Background: an optimization exercise with open tools, aiming at small area, a short achievable clock period and few clock cycles per item. Do not read the settings as production practice. At most, simulation tests tie the RTL to the original design; equivalence was not proved. Power figures rest on the tool's default switching activity, not on a simulated workload.

==> module slh_front, before the edit <==
module slh_front (
	input  logic        clk,
	input  logic        arst_n,
	input  logic        take,
	input  logic [1:0]  req_type,
	input  logic [39:0] bytes_sent,
	input  logic [31:0] launch_sec,
	input  logic [9:0]  launch_msec,
	input  logic [31:0] now_sec,
	input  logic [9:0]  now_msec,
	input  logic [1:0]  read_size_bin,
	input  logic [1:0]  read_time_bin,
	input  logic        cfg_we,
	input  logic [2:0]  cfg_index,
	input  logic [39:0] cfg_data,
	output logic        ent_valid,
	output logic [5:0]  ent,
	output logic [15:0] ent_oh     
);
	logic [39:0] size_lim_q [4];
	logic [31:0] time_lim_q [4];
	logic [3:0]  size_set_q;
	logic [3:0]  time_set_q;
	always_ff @(posedge clk or negedge arst_n) begin
		if (!arst_n) begin
			size_set_q <= '0;
			time_set_q <= '0;
		end else if (cfg_we) begin
			if (!cfg_index[2]) size_set_q[cfg_index[1:0]] <= 1'b1;
			else               time_set_q[cfg_index[1:0]] <= 1'b1;
		end
	end
	always_ff @(posedge clk) begin
		if (cfg_we) begin
			if (!cfg_index[2]) size_lim_q[cfg_index[1:0]] <= cfg_data;
			else               time_lim_q[cfg_index[1:0]] <= cfg_data[31:0];
		end
	end
	logic [3:0] size_le;
	for (genvar i = 0; i < 4; i++) begin : g_size
		slh_le #(.W(40)) u_le (.a(bytes_sent), .b(size_lim_q[i]), .le(size_le[i]));
	end
	logic        v0_q;
	logic [1:0]  typ0_q;
	logic [3:0]  rb0_q;
	logic [3:0]  hit0_q;
	logic [22:0] lo;
	logic [21:0] lo0_q;     
	logic        c0_q;      
	logic        dmp0_q;    
	logic [19:0] nowh0_q;   
	logic [19:0] lauh0_q;   
	slh_add #(.W(23)) u_lo (.a({1'b0, now_sec[11:0], now_msec}), .b({1'b0, ~launch_sec[11:0], ~launch_msec}),
		.ci(1'b1), .y(lo));
	always_ff @(posedge clk or negedge arst_n) begin
		if (!arst_n) v0_q <= 1'b0;
		else         v0_q <= take;
	end
	always_ff @(posedge clk) begin
		typ0_q <= req_type;
		rb0_q  <= {read_size_bin, read_time_bin};
		hit0_q <= ~size_set_q | size_le;
		lo0_q   <= lo[21:0];
		c0_q    <= lo[22];
		dmp0_q  <= now_msec >= launch_msec;
		nowh0_q <= now_sec[31:12];
		lauh0_q <= launch_sec[31:12];
	end
	logic [42:0] w;
	logic        far;
	logic [20:0] wh;
	slh_add #(.W(21)) u_wh (.a({1'b0, nowh0_q}), .b({1'b1, ~lauh0_q}), .ci(c0_q), .y(wh));
	assign w = {wh, lo0_q};
	assign far = !((&w[42:34]) || !(|w[42:34]));
	logic        v1_q;
	logic [1:0]  typ1_q;
	logic [3:0]  rb1_q;
	logic        sf1_q;
	logic [1:0]  ss1_q;
	logic [34:0] w1_q;
	logic        far1_q;
	logic        neg1_q;
	logic        dmp1_q;    
	always_ff @(posedge clk or negedge arst_n) begin
		if (!arst_n) v1_q <= 1'b0;
		else         v1_q <= v0_q;
	end
	always_ff @(posedge clk) begin
		typ1_q <= typ0_q;
		rb1_q  <= rb0_q;
		sf1_q  <= |hit0_q;
		ss1_q  <= hit0_q[0] ? 2'd0 : hit0_q[1] ? 2'd1 : hit0_q[2] ? 2'd2 : 2'd3;
		w1_q   <= w[34:0];
		far1_q <= far;
		neg1_q <= w[42];
		dmp1_q <= dmp0_q;
	end
	logic [34:0] el;
	logic        el_neg;
	logic        el_big;
	slh_el u_el (.w(w1_q), .dmp(dmp1_q), .el(el));
	assign el_neg = far1_q ? neg1_q : el[34];
	assign el_big = far1_q ? !neg1_q : (!el[34] && (el[33] || el[32]));
	logic        v2_q;
	logic [1:0]  typ2_q;
	logic [3:0]  rb2_q;
	logic        sf2_q;
	logic [1:0]  ss2_q;
	logic [31:0] el2_q;
	logic        neg2_q;
	logic        big2_q;
	always_ff @(posedge clk or negedge arst_n) begin
		if (!arst_n) v2_q <= 1'b0;
		else         v2_q <= v1_q;
	end
	always_ff @(posedge clk) begin
		typ2_q <= typ1_q;
		rb2_q  <= rb1_q;
		sf2_q  <= sf1_q;
		ss2_q  <= ss1_q;
		el2_q  <= el[31:0];
		neg2_q <= el_neg;
		big2_q <= el_big;
	end
	logic [3:0] time_le;
	logic [3:0] time_hit;
	logic       t_found;
	logic [1:0] t_sel;
	logic [3:0] t_oh;
	logic [15:0] rd_oh;
	logic [15:0] cnt_oh;
	for (genvar j = 0; j < 4; j++) begin : g_time
		slh_le #(.W(32)) u_le (.a(el2_q), .b(time_lim_q[j]), .le(time_le[j]));
	end
	always_comb begin
		for (int j = 0; j < 4; j++)
			time_hit[j] = neg2_q || (!big2_q && (!time_set_q[j] || time_le[j]));
		t_found = |time_hit;
		t_sel   = time_hit[0] ? 2'd0 : time_hit[1] ? 2'd1 : time_hit[2] ? 2'd2 : 2'd3;
		t_oh    = time_hit & ~{time_hit[2:0], 1'b0} & ~{time_hit[1:0], 2'b0} & ~{time_hit[0], 3'b0};
		for (int i = 0; i < 16; i++) begin
			rd_oh[i]  = (rb2_q == 4'(i));
			cnt_oh[i] = (ss2_q == 2'(i / 4)) && t_oh[i % 4];
		end
		ent_oh = (typ2_q == slh_pkg::REQ_READ) ? rd_oh : cnt_oh;
		case (typ2_q)
			slh_pkg::REQ_RECORD: ent = (sf2_q && t_found) ? {slh_pkg::OP_COUNT, ss2_q, t_sel} :
				{slh_pkg::OP_EMPTY, 4'd0};
			slh_pkg::REQ_CLEAR:  ent = {slh_pkg::OP_CLEAR, 4'd0};
			slh_pkg::REQ_READ:   ent = {slh_pkg::OP_READ, rb2_q};
			default:             ent = {slh_pkg::OP_EMPTY, 4'd0};
		endcase
	end
	assign ent_valid = v2_q;
endmodule
clock: 8.0 ns
lec_check: 0
cap_margin: 20
core_margin: 2
core_utilization: 55
cts_buf_list: sky130_fd_sc_hd__clkbuf_4 sky130_fd_sc_hd__clkbuf_8
cts_cluster_size: 24
setup_slack_margin: 5
slew_margin: 20
synth_hierarchical: 1
synth_minimum_keep_size: 0
run.sh (not shown) runs the stock make flow with config.mk's settings and CLKGATE_MAP_FILE= SYNTH_SCRIPT=/design/flow/synth_recipe.tcl, a recipe that flattens the netlist after the stock synthesis.
==> next run, changes <==
--- a/flow/design.v
+++ b/flow/design.v
@@ -120,37 +120,26 @@
 	end
 	logic        v0_q;
 	logic [1:0]  typ0_q;
 	logic [3:0]  rb0_q;
 	logic [3:0]  hit0_q;
-	logic [22:0] lo;
-	logic [21:0] lo0_q;     
-	logic        c0_q;      
-	logic        dmp0_q;    
-	logic [19:0] nowh0_q;   
-	logic [19:0] lauh0_q;   
-	slh_add #(.W(23)) u_lo (.a({1'b0, now_sec[11:0], now_msec}), .b({1'b0, ~launch_sec[11:0], ~launch_msec}),
-		.ci(1'b1), .y(lo));
+	logic [41:0] now0_q;
+	logic [41:0] lau0_q;
 	always_ff @(posedge clk or negedge arst_n) begin
 		if (!arst_n) v0_q <= 1'b0;
 		else         v0_q <= take;
 	end
 	always_ff @(posedge clk) begin
 		typ0_q <= req_type;
 		rb0_q  <= {read_size_bin, read_time_bin};
 		hit0_q <= ~size_set_q | size_le;
-		lo0_q   <= lo[21:0];
-		c0_q    <= lo[22];
-		dmp0_q  <= now_msec >= launch_msec;
-		nowh0_q <= now_sec[31:12];
-		lauh0_q <= launch_sec[31:12];
+		now0_q <= {now_sec, now_msec};
+		lau0_q <= {launch_sec, launch_msec};
 	end
 	logic [42:0] w;
 	logic        far;
-	logic [20:0] wh;
-	slh_add #(.W(21)) u_wh (.a({1'b0, nowh0_q}), .b({1'b1, ~lauh0_q}), .ci(c0_q), .y(wh));
-	assign w = {wh, lo0_q};
+	slh_sub43 u_w (.a(now0_q), .b(lau0_q), .y(w));
 	assign far = !((&w[42:34]) || !(|w[42:34]));
 	logic        v1_q;
 	logic [1:0]  typ1_q;
 	logic [3:0]  rb1_q;
 	logic        sf1_q;
@@ -169,11 +158,11 @@
 		sf1_q  <= |hit0_q;
 		ss1_q  <= hit0_q[0] ? 2'd0 : hit0_q[1] ? 2'd1 : hit0_q[2] ? 2'd2 : 2'd3;
 		w1_q   <= w[34:0];
 		far1_q <= far;
 		neg1_q <= w[42];
-		dmp1_q <= dmp0_q;
+		dmp1_q <= now0_q[9:0] >= lau0_q[9:0];
 	end
 	logic [34:0] el;
 	logic        el_neg;
 	logic        el_big;
 	slh_el u_el (.w(w1_q), .dmp(dmp1_q), .el(el));
@@ -229,10 +218,17 @@
 			default:             ent = {slh_pkg::OP_EMPTY, 4'd0};
 		endcase
 	end
 	assign ent_valid = v2_q;
 endmodule
+module slh_sub43 (
+	input  logic [41:0] a,
+	input  logic [41:0] b,
+	output logic [42:0] y
+);
+	slh_add #(.W(43)) u_add (.a({1'b0, a}), .b({1'b1, ~b}), .ci(1'b1), .y(y));
+endmodule
 module slh_el (
 	input  logic [34:0] w,
 	input  logic        dmp,
 	output logic [34:0] el
 );
=>
- sequential cell count is higher by 20
- wire length fell by 3.4%
- combinational power grows by about 3%
- final area increases by 0.46%
- core utilization is lower by 0.65 points
- sequential share of layout area climbs by 0.65 points
- global-route usage went down by 0.42 points
- synthesized area climbs by 0.75%
No run of this note included a check of the RTL's function; only the layout flow was run.

---

## run 1
Another version of the RTL of size_latency_histogram (not shown whole).
Size: about 200 I/O pins, about 38000 µm² of cells after synthesis.
==> module slh_front, before the edit <==
module slh_front (
	input  logic        clk,
	input  logic        arst_n,
	input  logic        take,
	input  logic [1:0]  req_type,
	input  logic [39:0] bytes_sent,
	input  logic [31:0] launch_sec,
	input  logic [9:0]  launch_msec,
	input  logic [31:0] now_sec,
	input  logic [9:0]  now_msec,
	input  logic [1:0]  read_size_bin,
	input  logic [1:0]  read_time_bin,
	input  logic        cfg_we,
	input  logic [2:0]  cfg_index,
	input  logic [39:0] cfg_data,
	output logic        ent_valid,
	output logic [5:0]  ent,
	output logic [15:0] ent_oh     
);
	logic [39:0] size_lim_q [4];
	logic [31:0] time_lim_q [4];
	logic [3:0]  size_set_q;
	logic [3:0]  time_set_q;
	always_ff @(posedge clk or negedge arst_n) begin
		if (!arst_n) begin
			size_set_q <= '0;
			time_set_q <= '0;
		end else if (cfg_we) begin
			if (!cfg_index[2]) size_set_q[cfg_index[1:0]] <= 1'b1;
			else               time_set_q[cfg_index[1:0]] <= 1'b1;
		end
	end
	always_ff @(posedge clk) begin
		if (cfg_we) begin
			if (!cfg_index[2]) size_lim_q[cfg_index[1:0]] <= cfg_data;
			else               time_lim_q[cfg_index[1:0]] <= cfg_data[31:0];
		end
	end
	logic [3:0] size_le;
	for (genvar i = 0; i < 4; i++) begin : g_size
		slh_le #(.W(40)) u_le (.a(bytes_sent), .b(size_lim_q[i]), .le(size_le[i]));
	end
	logic        v0_q;
	logic [1:0]  typ0_q;
	logic [3:0]  rb0_q;
	logic [3:0]  hit0_q;
	logic [41:0] now0_q;
	logic [41:0] lau0_q;
	always_ff @(posedge clk or negedge arst_n) begin
		if (!arst_n) v0_q <= 1'b0;
		else         v0_q <= take;
	end
	always_ff @(posedge clk) begin
		typ0_q <= req_type;
		rb0_q  <= {read_size_bin, read_time_bin};
		hit0_q <= ~size_set_q | size_le;
		now0_q <= {now_sec, now_msec};
		lau0_q <= {launch_sec, launch_msec};
	end
	logic [42:0] w;
	logic        far;
	slh_sub43 u_w (.a(now0_q), .b(lau0_q), .y(w));
	assign far = !((&w[42:34]) || !(|w[42:34]));
	logic        v1_q;
	logic [1:0]  typ1_q;
	logic [3:0]  rb1_q;
	logic        sf1_q;
	logic [1:0]  ss1_q;
	logic [34:0] w1_q;
	logic        far1_q;
	logic        neg1_q;
	logic        dmp1_q;    
	always_ff @(posedge clk or negedge arst_n) begin
		if (!arst_n) v1_q <= 1'b0;
		else         v1_q <= v0_q;
	end
	always_ff @(posedge clk) begin
		typ1_q <= typ0_q;
		rb1_q  <= rb0_q;
		sf1_q  <= |hit0_q;
		ss1_q  <= hit0_q[0] ? 2'd0 : hit0_q[1] ? 2'd1 : hit0_q[2] ? 2'd2 : 2'd3;
		w1_q   <= w[34:0];
		far1_q <= far;
		neg1_q <= w[42];
		dmp1_q <= now0_q[9:0] >= lau0_q[9:0];
	end
	logic [34:0] el;
	logic        el_neg;
	logic        el_big;
	slh_el u_el (.w(w1_q), .dmp(dmp1_q), .el(el));
	assign el_neg = far1_q ? neg1_q : el[34];
	assign el_big = far1_q ? !neg1_q : (!el[34] && (el[33] || el[32]));
	logic        v2_q;
	logic [1:0]  typ2_q;
	logic [3:0]  rb2_q;
	logic        sf2_q;
	logic [1:0]  ss2_q;
	logic [31:0] el2_q;
	logic        neg2_q;
	logic        big2_q;
	always_ff @(posedge clk or negedge arst_n) begin
		if (!arst_n) v2_q <= 1'b0;
		else         v2_q <= v1_q;
	end
	always_ff @(posedge clk) begin
		typ2_q <= typ1_q;
		rb2_q  <= rb1_q;
		sf2_q  <= sf1_q;
		ss2_q  <= ss1_q;
		el2_q  <= el[31:0];
		neg2_q <= el_neg;
		big2_q <= el_big;
	end
	logic [3:0] time_le;
	logic [3:0] time_hit;
	logic       t_found;
	logic [1:0] t_sel;
	logic [3:0] t_oh;
	logic [15:0] rd_oh;
	logic [15:0] cnt_oh;
	for (genvar j = 0; j < 4; j++) begin : g_time
		slh_le #(.W(32)) u_le (.a(el2_q), .b(time_lim_q[j]), .le(time_le[j]));
	end
	always_comb begin
		for (int j = 0; j < 4; j++)
			time_hit[j] = neg2_q || (!big2_q && (!time_set_q[j] || time_le[j]));
		t_found = |time_hit;
		t_sel   = time_hit[0] ? 2'd0 : time_hit[1] ? 2'd1 : time_hit[2] ? 2'd2 : 2'd3;
		t_oh    = time_hit & ~{time_hit[2:0], 1'b0} & ~{time_hit[1:0], 2'b0} & ~{time_hit[0], 3'b0};
		for (int i = 0; i < 16; i++) begin
			rd_oh[i]  = (rb2_q == 4'(i));
			cnt_oh[i] = (ss2_q == 2'(i / 4)) && t_oh[i % 4];
		end
		ent_oh = (typ2_q == slh_pkg::REQ_READ) ? rd_oh : cnt_oh;
		case (typ2_q)
			slh_pkg::REQ_RECORD: ent = (sf2_q && t_found) ? {slh_pkg::OP_COUNT, ss2_q, t_sel} :
				{slh_pkg::OP_EMPTY, 4'd0};
			slh_pkg::REQ_CLEAR:  ent = {slh_pkg::OP_CLEAR, 4'd0};
			slh_pkg::REQ_READ:   ent = {slh_pkg::OP_READ, rb2_q};
			default:             ent = {slh_pkg::OP_EMPTY, 4'd0};
		endcase
	end
	assign ent_valid = v2_q;
endmodule
==> module slh_sub43, before the edit <==
module slh_sub43 (
	input  logic [41:0] a,
	input  logic [41:0] b,
	output logic [42:0] y
);
	slh_add #(.W(43)) u_add (.a({1'b0, a}), .b({1'b1, ~b}), .ci(1'b1), .y(y));
endmodule
Settings: LEC_CHECK=0, CAP_MARGIN=20, CORE_MARGIN=2, CORE_UTILIZATION=55, CTS_BUF_LIST=sky130_fd_sc_hd__clkbuf_4 sky130_fd_sc_hd__clkbuf_8, CTS_CLUSTER_SIZE=24, SETUP_SLACK_MARGIN=5, SLEW_MARGIN=20, SYNTH_HIERARCHICAL=1, SYNTH_MINIMUM_KEEP_SIZE=0; clock period 8.0 ns.
Testbench counts of run 1, summed over its fixed seeds: cycles 32,040, items 32,000.
Changes in run 2 relative to run 1:
diff --git a/flow/design.v b/flow/design.v
--- a/flow/design.v
+++ b/flow/design.v
@@ -119,28 +119,39 @@
 		slh_le #(.W(40)) u_le (.a(bytes_sent), .b(size_lim_q[i]), .le(size_le[i]));
 	end
 	logic        v0_q;
 	logic [1:0]  typ0_q;
 	logic [3:0]  rb0_q;
 	logic [3:0]  hit0_q;
-	logic [41:0] now0_q;
-	logic [41:0] lau0_q;
+	logic [22:0] lo;
+	logic [21:0] lo0_q;     
+	logic        c0_q;      
+	logic        dmp0_q;    
+	logic [19:0] nowh0_q;   
+	logic [19:0] lauh0_q;   
+	slh_add #(.W(23)) u_lo (.a({1'b0, now_sec[11:0], now_msec}), .b({1'b0, ~launch_sec[11:0], ~launch_msec}),
+		.ci(1'b1), .y(lo));
 	always_ff @(posedge clk or negedge arst_n) begin
 		if (!arst_n) v0_q <= 1'b0;
 		else         v0_q <= take;
 	end
 	always_ff @(posedge clk) begin
 		typ0_q <= req_type;
 		rb0_q  <= {read_size_bin, read_time_bin};
 		hit0_q <= ~size_set_q | size_le;
-		now0_q <= {now_sec, now_msec};
-		lau0_q <= {launch_sec, launch_msec};
+		lo0_q   <= lo[21:0];
+		c0_q    <= lo[22];
+		dmp0_q  <= now_msec >= launch_msec;
+		nowh0_q <= now_sec[31:12];
+		lauh0_q <= launch_sec[31:12];
 	end
 	logic [42:0] w;
 	logic        far;
-	slh_sub43 u_w (.a(now0_q), .b(lau0_q), .y(w));
+	logic [20:0] wh;
+	slh_add #(.W(21)) u_wh (.a({1'b0, nowh0_q}), .b({1'b1, ~lauh0_q}), .ci(c0_q), .y(wh));
+	assign w = {wh, lo0_q};
 	assign far = !((&w[42:34]) || !(|w[42:34]));
 	logic        v1_q;
 	logic [1:0]  typ1_q;
 	logic [3:0]  rb1_q;
 	logic        sf1_q;
 	logic [1:0]  ss1_q;
@@ -157,13 +168,13 @@
 		rb1_q  <= rb0_q;
 		sf1_q  <= |hit0_q;
 		ss1_q  <= hit0_q[0] ? 2'd0 : hit0_q[1] ? 2'd1 : hit0_q[2] ? 2'd2 : 2'd3;
 		w1_q   <= w[34:0];
 		far1_q <= far;
 		neg1_q <= w[42];
-		dmp1_q <= now0_q[9:0] >= lau0_q[9:0];
+		dmp1_q <= dmp0_q;
 	end
 	logic [34:0] el;
 	logic        el_neg;
 	logic        el_big;
 	slh_el u_el (.w(w1_q), .dmp(dmp1_q), .el(el));
 	assign el_neg = far1_q ? neg1_q : el[34];
@@ -217,19 +228,12 @@
 			slh_pkg::REQ_READ:   ent = {slh_pkg::OP_READ, rb2_q};
 			default:             ent = {slh_pkg::OP_EMPTY, 4'd0};
 		endcase
 	end
 	assign ent_valid = v2_q;
 endmodule
-module slh_sub43 (
-	input  logic [41:0] a,
-	input  logic [41:0] b,
-	output logic [42:0] y
-);
-	slh_add #(.W(43)) u_add (.a({1'b0, a}), .b({1'b1, ~b}), .ci(1'b1), .y(y));
-endmodule
 module slh_el (
 	input  logic [34:0] w,
 	input  logic        dmp,
 	output logic [34:0] el
 );
 	logic [34:0] wh;
Findings:
Looking at delay of the slowest cell on the worst path across run 2 and run 1, the one that comes out lower is run 1.
Final cycle utilization of the critical path, run 2 and run 1, higher one = run 2.
Run 2 vs run 1: part of the total power dissipated in the clock network down in run 2
Run 2 — multi-input gate area in the final layout 320 µm² higher, run 1 as reference
Taking run 1 as the reference point, the synthesized area of run 2 falls by about 0.7%.
Compared with run 1, run 2 shows a lower post-synthesis instance total.
In the reports for run 2 and run 1, the larger xor-xnor portion of the synthesized cell area belongs to run 1.
| per-instance average area after synthesis | run 1 vs run 2 | ≈ equal |
Power per unit of standard cell area sits higher in run 2 than in run 1.
On first-pass GRT wire length, run 2 does worse than run 1.
Final critical path time including I/O delays and setup up 0.055 ns in run 2 wrt run 1
Compared with run 1, run 2 shows first-iteration DRC count that has gone up by more than 10%.
Looking at run 2 and run 1, the area of all placed cells without fillers is a wash.
No functional check of the RTL was part of run 2.

==> static timing again, ports no longer ideal <==
No port has a modelled driver above. Below, the same layouts with a new extraction and two added sets of constraints. Step 1 assumes that a clkbuf_16 drives the clock port and a buf_2 every other input. Step 2, shift: input delay + t, output delay - t, t = (earliest + latest rising clock arrival at the registers) / 2. This alone moves slack from input paths to output paths. Three values: ideal, step 1, step 2; two values: the first two.
run	shift t [ns]	setup WS [ns]	latest minus earliest clock arrival (ns)	worst register clock-pin slew, ns
the first run of note 1	0.833	4.664 / 4.664 / 4.180	0.043 / 0.042	0.06 / 0.06
the second run of note 1	0.817	4.757 / 4.757 / 4.235	0.045 / 0.046	0.07 / 0.07
run 1	0.830	4.799 / 4.799 / 4.262	0.044 / 0.044	0.07 / 0.07
run 2	0.833	4.744 / 4.744 / 4.165	0.052 / 0.052	0.07 / 0.07
After both steps setup and hold are still met in every run listed. The setup slack of run 2, which loses most, moves by 0.000 ns with the drivers and by -0.579 ns with both steps.
